Background: an optimization exercise with open tools, aiming at small area. Do not read the settings as production practice. Where RTL was checked, it was by simulation tests only, not by an equivalence proof against the original. Power and IR drop assume default switching activity. The clock port is modelled as an ideal driver; clocking choices that lean on that would not hold on a real chip.

==> flow/design.v <==
`default_nettype none
module sdf_delay_line #(
   parameter int WIDTH         = 24,
   parameter int MAX_DELAY     = 64,
   parameter int ADDR_W        = 6,
   parameter int DEFAULT_DELAY = 8
) (
   input  logic              clk,
   input  logic              rst,
   input  logic              en,
   input  logic              cfg_load,
   input  logic [ADDR_W:0]   delay_sel,
   input  logic [WIDTH-1:0]  dataIn_R,
   input  logic [WIDTH-1:0]  dataIn_I,
   output logic [WIDTH-1:0]  dataOut_R,
   output logic [WIDTH-1:0]  dataOut_I,
   output logic              out_valid,
   output logic [ADDR_W:0]   delay_q
);
   localparam int W2 = 2*WIDTH;
   localparam logic [ADDR_W:0] c_max_delay     = (ADDR_W+1)'(MAX_DELAY);
   localparam logic [ADDR_W:0] c_default_delay = (ADDR_W+1)'(DEFAULT_DELAY);
   localparam logic [ADDR_W:0] c_min_delay     = (ADDR_W+1)'(1);
   logic [ADDR_W:0]    delay_d;
   logic [ADDR_W:0]    fill_q,       fill_d;      
   logic [WIDTH-1:0]   dout_r_q,     dout_r_d;
   logic [WIDTH-1:0]   dout_i_q,     dout_i_d;
   logic               out_valid_q,  out_valid_d;
   logic [ADDR_W:0]    w_delay_clamped;
   logic [ADDR_W-1:0]  w_sel;                     
   logic               w_full;
   logic [W2-1:0]      w_line_out;
   always_comb begin
      w_delay_clamped = delay_sel;
      if (delay_sel == '0) begin
         w_delay_clamped = c_min_delay;
      end else if (delay_sel > c_max_delay) begin
         w_delay_clamped = c_max_delay;
      end
   end
   assign w_sel  = ADDR_W'(delay_q - c_min_delay);
   assign w_full = (fill_q == '0);
   logic [W2-1:0] stage0;
   logic [W2-1:0] tap [ADDR_W+1];                
   always_ff @(posedge clk) begin
      if (en) begin
         stage0 <= {dataIn_R, dataIn_I};
      end
   end
   assign tap[0] = stage0;
   for (genvar k = 0; k < ADDR_W; k++) begin : g_seg
      localparam int B = ADDR_W-1-k;              
      localparam int L = 1 << B;                  
      logic [L*W2-1:0] seg;
      always_ff @(posedge clk) begin
         if (en) begin
            if (L == 1) begin
               seg <= tap[k];
            end else begin
               seg <= {seg[(L-1)*W2-1:0], tap[k]};
            end
         end
      end
      assign tap[k+1] = w_sel[B] ? seg[L*W2-1 -: W2] : tap[k];
   end
   assign w_line_out = tap[ADDR_W];
   always_comb begin
      delay_d     = delay_q;
      fill_d      = fill_q;
      dout_r_d    = dout_r_q;
      dout_i_d    = dout_i_q;
      out_valid_d = 1'b0;
      if (cfg_load) begin
         delay_d  = w_delay_clamped;
         fill_d   = w_delay_clamped;
         dout_r_d = '0;
         dout_i_d = '0;
      end else if (en) begin
         if (w_full) begin
            dout_r_d    = w_line_out[W2-1:WIDTH];
            dout_i_d    = w_line_out[WIDTH-1:0];
            out_valid_d = 1'b1;
         end else begin
            dout_r_d = '0;
            dout_i_d = '0;
            fill_d   = fill_q - c_min_delay;
         end
      end
   end
   always_ff @(posedge clk or posedge rst) begin
      if (rst) begin
         delay_q     <= c_default_delay;
         fill_q      <= c_default_delay;
         dout_r_q    <= '0;
         dout_i_q    <= '0;
         out_valid_q <= 1'b0;
      end else begin
         delay_q     <= delay_d;
         fill_q      <= fill_d;
         dout_r_q    <= dout_r_d;
         dout_i_q    <= dout_i_d;
         out_valid_q <= out_valid_d;
      end
   end
   assign dataOut_R = dout_r_q;
   assign dataOut_I = dout_i_q;
   assign out_valid = out_valid_q;
endmodule
`default_nettype wire
clock: 5.0 ns
lec_check: 0
abc_area: 1
cap_margin: 20
core_margin: 2
core_utilization: 70
cts_cluster_diameter: 100
cts_cluster_size: 30
slew_margin: 20
run.sh (not shown) runs the stock make flow with config.mk's settings and CLKGATE_MAP_FILE= SYNTH_SCRIPT=/design/flow/synth_recipe.tcl, a recipe that flattens the netlist after the stock synthesis.
Rerun with:
--- a/flow/config.mk
+++ b/flow/config.mk
@@ -6,9 +6,6 @@
 export NUM_CORES = 4
 export LEC_CHECK = 0
-export ABC_AREA = 1
 export CAP_MARGIN = 20
 export CORE_MARGIN = 2
-export CORE_UTILIZATION = 70
-export CTS_CLUSTER_DIAMETER = 100
-export CTS_CLUSTER_SIZE = 30
+export CORE_UTILIZATION = 40
 export SLEW_MARGIN = 20
Sequential power is about the same.
Non-clock buffer count rose by 22.
Synthesized cell count rose by 5.2%.

========
== run A ==
sdf_delay_line, a different RTL version from the one above (not shown whole).
For scale: about 7400 cells after synthesis, ~120 I/O pins.
export LEC_CHECK = 0
export CAP_MARGIN = 20
export CORE_MARGIN = 2
export CORE_UTILIZATION = 70
export CTS_CLUSTER_DIAMETER = 100
export CTS_CLUSTER_SIZE = 30
export SLEW_MARGIN = 20
export SYNTH_HIERARCHICAL = 1
export SYNTH_MINIMUM_KEEP_SIZE = 0
create_clock -name core_clock -period 5.0 [get_ports {clk}]
standard.sh (not shown) runs the stock make flow with config.mk's settings and CLKGATE_MAP_FILE= SYNTH_SCRIPT=/design/flow/synth_recipe.tcl, a recipe that flattens the netlist after the stock synthesis.
==> flow/flow/run.sh <==
#!/bin/bash
# Standard ORFS layout with three changes: the OR-AND-invert and AND-OR-invert gates that
# synthesis upsized are set back to size 1 after the floorplan, port
# buffers use the smallest buffer cell, and the clock tree uses larger
# sink clusters driven by clkbuf_8, without dummy loads.
set -euo pipefail
cd "$(dirname "$0")/.."
W=$(pwd)
export CTS_ARGS="-sink_clustering_enable -repair_clock_nets -buf_list sky130_fd_sc_hd__clkbuf_8 -sink_clustering_size 18 -sink_clustering_max_diameter 80 -dont_use_dummy_load"
export BUFFER_PORTS_ARGS="-buffer_cell sky130_fd_sc_hd__buf_1"
export RESULTS=$W/orfs/results/sky130hd/sdf_delay_line/base
bash standard.sh synth > synth.log 2>&1
bash standard.sh floorplan > floorplan.log 2>&1
openroad -no_init -exit flow/downsize.tcl > downsize.log 2>&1
bash standard.sh place > place.log 2>&1
bash standard.sh cts > cts.log 2>&1
bash standard.sh route > route.log 2>&1
bash standard.sh finish > finish.log 2>&1
==> flow/flow/downsize.tcl <==
# Synthesis sizes the OR-AND-invert and AND-OR-invert gates for a load it assumes at each
# module output; set them back to the smallest size before placement, whose
# repair resizes or buffers any net that then needs it.
set P $::env(FLOW_HOME)/platforms/sky130hd
set R $::env(RESULTS)
read_lef $P/lef/sky130_fd_sc_hd.tlef
read_lef $P/lef/sky130_fd_sc_hd_merged.lef
read_liberty $P/lib/sky130_fd_sc_hd__tt_025C_1v80.lib
read_db $R/2_floorplan.odb
set db [ord::get_db]
set n 0
foreach inst [[ord::get_db_block] getInsts] {
  set m [[$inst getMaster] getName]
  if {[regexp {^(sky130_fd_sc_hd__(o22ai|a222oi))_[248]$} $m -> base]} {
    $inst swapMaster [$db findMaster ${base}_1]
    incr n
  }
}
puts "downsized $n OR-AND-invert and AND-OR-invert cells"
write_db $R/2_floorplan.odb
Run A reached the final stage; the timing, DRC and antenna checks on its layout passed.
Input-level comparison between run B and run A:
--- a/flow/flow/run.sh
+++ b/flow/flow/run.sh
@@ -9 +9 @@
-export CTS_ARGS="-sink_clustering_enable -repair_clock_nets -buf_list sky130_fd_sc_hd__clkbuf_8 -sink_clustering_size 18 -sink_clustering_max_diameter 80 -dont_use_dummy_load"
+export CTS_ARGS="-sink_clustering_enable -repair_clock_nets -buf_list sky130_fd_sc_hd__clkbuf_8 -sink_clustering_size 20 -sink_clustering_max_diameter 60 -dont_use_dummy_load"
[summary]
Between run B and run A, the difference in net count reported at finish is negligible. On final total power, run B does better than run A. The maximum frequency in run B sits 0.49% above the value recorded for run A. Run B against run A; switching power summed over all nets is down slightly. Via count across run B and run A: no real change.
Here is what was changed in the inputs of run C compared with run B.
--- a/flow/flow/run.sh
+++ b/flow/flow/run.sh
@@ -9 +9 @@
-export CTS_ARGS="-sink_clustering_enable -repair_clock_nets -buf_list sky130_fd_sc_hd__clkbuf_8 -sink_clustering_size 20 -sink_clustering_max_diameter 60 -dont_use_dummy_load"
+export CTS_ARGS="-sink_clustering_enable -repair_clock_nets -buf_list sky130_fd_sc_hd__clkbuf_8 -sink_clustering_size 18 -sink_clustering_max_diameter 80 -dont_use_dummy_load"
--- a/flow/config.mk
+++ b/flow/config.mk
@@ -8 +8 @@
-export CAP_MARGIN = 20
+export CAP_MARGIN = 5
@@ -13 +13 @@
-export SLEW_MARGIN = 20
+export SLEW_MARGIN = 5
Results
Run B -> run C: total leakage power increased slightly
Lower slack of the critical path goes to run C over run B.
Summary of run C over run B: part of the total power dissipated in combinational logic was more or less identical, routed length on met2 rose about 0.6%.
On via density per instance, run B and run C are neck and neck.
Compared with run B, run C shows a higher post-synthesis to final-layout area growth.
Compared run B against run C; count of placed standard cells in the final layout, fillers left out within noise.
In run C the power density relative to cell area turned out 0.56% higher than in run B.
Re net switching power: run B was lower than run C.
Against run B, run C comes in about 0.5% lower on maximum operating frequency.
Relative to run B, run C degrades final period demand of the worst path.

========
sdf_delay_line, a different RTL version from the one above (not shown whole).
For scale: ~3100 flip-flops, roughly 120 I/O pins, roughly 100000 um^2 of cells after synthesis.
==> flow/config.mk <==
export PLATFORM = sky130hd
export DESIGN_NAME = sdf_delay_line
export DESIGN_NICKNAME = sdf_delay_line
export VERILOG_FILES = /design/flow/design.v
export SDC_FILE = /design/flow/constraint.sdc
export NUM_CORES = 4
export LEC_CHECK = 0
export ABC_AREA = 1
export CAP_MARGIN = 20
export CORE_MARGIN = 2
export CORE_UTILIZATION = 70
export CTS_CLUSTER_DIAMETER = 100
export CTS_CLUSTER_SIZE = 30
export SLEW_MARGIN = 20
==> flow/constraint.sdc <==
create_clock -name core_clock -period 5.0 [get_ports {clk}]
set_input_delay 1.0000 -clock core_clock [delete_from_list [all_inputs] [get_ports {clk}]]
set_output_delay 1.0000 -clock core_clock [all_outputs]
set_load 0.01 [all_outputs]
==> flow/flow/run.sh <==
#!/bin/bash
# Standard ORFS layout with two changes: a clock tree of larger sink
# clusters and no dummy loads, and port buffers of the smallest buffer cell.
set -euo pipefail
cd "$(dirname "$0")/.."
export CTS_ARGS="-sink_clustering_enable -repair_clock_nets -sink_clustering_size 30 -sink_clustering_max_diameter 100 -dont_use_dummy_load"
export BUFFER_PORTS_ARGS="-buffer_cell sky130_fd_sc_hd__buf_1"
bash standard.sh synth > synth.log 2>&1
bash standard.sh floorplan > floorplan.log 2>&1
bash standard.sh place > place.log 2>&1
bash standard.sh cts > cts.log 2>&1
bash standard.sh route > route.log 2>&1
bash standard.sh finish > finish.log 2>&1
Edit:
--- a/flow/flow/run.sh
+++ b/flow/flow/run.sh
@@ -2,2 +2,3 @@
-# Standard ORFS layout with two changes: a clock tree of larger sink
-# clusters and no dummy loads, and port buffers of the smallest buffer cell.
+# Standard ORFS layout with three changes: port buffers of the smallest
+# buffer cell, cells downsized where slack allows after placement, and a
+# clock tree of larger sink clusters without dummy loads.
@@ -5,0 +7 @@
+W=$(pwd)
@@ -7,0 +10 @@
+export RESULTS=$W/orfs/results/sky130hd/sdf_delay_line/base
@@ -10,0 +14 @@
+openroad -no_init -exit flow/recover.tcl > recover.log 2>&1
==> flow/flow/recover.tcl (new file) <==
# Downsize cells on paths with slack to spare (OpenROAD's power recovery),
# then legalise the placement again. Reads and rewrites the placed design.
set P $::env(FLOW_HOME)/platforms/sky130hd
set R $::env(RESULTS)
read_lef $P/lef/sky130_fd_sc_hd.tlef
read_lef $P/lef/sky130_fd_sc_hd_merged.lef
read_liberty $P/lib/sky130_fd_sc_hd__tt_025C_1v80.lib
read_db $R/3_place.odb
read_sdc $R/3_place.sdc
source $P/setRC.tcl
set_dont_use {sky130_fd_sc_hd__probe_p_8 sky130_fd_sc_hd__probec_p_8 sky130_fd_sc_hd__lpflow_*}
estimate_parasitics -placement
puts "area before [expr {[rsz::design_area] * 1e12}]"
report_worst_slack
repair_timing -recover_power 100 -setup_margin 0.5
puts "area after [expr {[rsz::design_area] * 1e12}]"
report_worst_slack
detailed_placement
check_placement -verbose
write_db $R/3_place.odb
=> The changed run produced a clean layout; global-route usage goes down by 0.23 points; total power stays flat; final area is about the same; maximum frequency goes down by 22%; register-to-register slack gets worse by 780 ps.
No run of this note included a check of the RTL's function; only the layout flow was run.

[what the ideal ports hide]
The flow's constraints put no driver on any port. The routed layouts listed below were extracted and timed again, unchanged, in two steps. Step 1: set_driving_cell puts a clkbuf_16 on clk and a buf_2 on each other input, an assumption about the parent block. Step 2 moves the port delays by t, midway between the first and last clock arrival at a register: inputs arrive t later, outputs are due t later. That takes back most of the time a late clock gives input paths. a / b / c = no drivers / after step 1 / after step 2; a / b = the first two.
| run | t, ns | setup slack, ns | slew at the worst register clock pin (ns) |
|---|---|---|---|
| the first run of note 1 | 0.825 | 1.532 / 1.532 / 1.482 | 0.11 / 0.11 |
| the second run of note 1 | 0.992 | 1.300 / 1.217 / 1.344 | 0.06 / 0.06 |
| run A | 0.978 | 0.906 / 0.828 / 1.580 | 0.11 / 0.11 |
| run B | 0.974 | 0.926 / 0.850 / 1.574 | 0.12 / 0.12 |
| run C | 0.976 | 0.905 / 0.828 / 1.567 | 0.11 / 0.11 |
| the first run of note 3 | 0.801 | 2.316 / 2.316 / 1.720 | 0.11 / 0.11 |
| the second run of note 3 | 0.800 | 1.539 / 1.539 / 1.497 | 0.11 / 0.11 |
After both steps setup and hold are still met in every run listed. For the first run of note 3, which loses most, drivers alone change the setup slack by 0.000 ns; drivers and shift together by -0.596 ns.
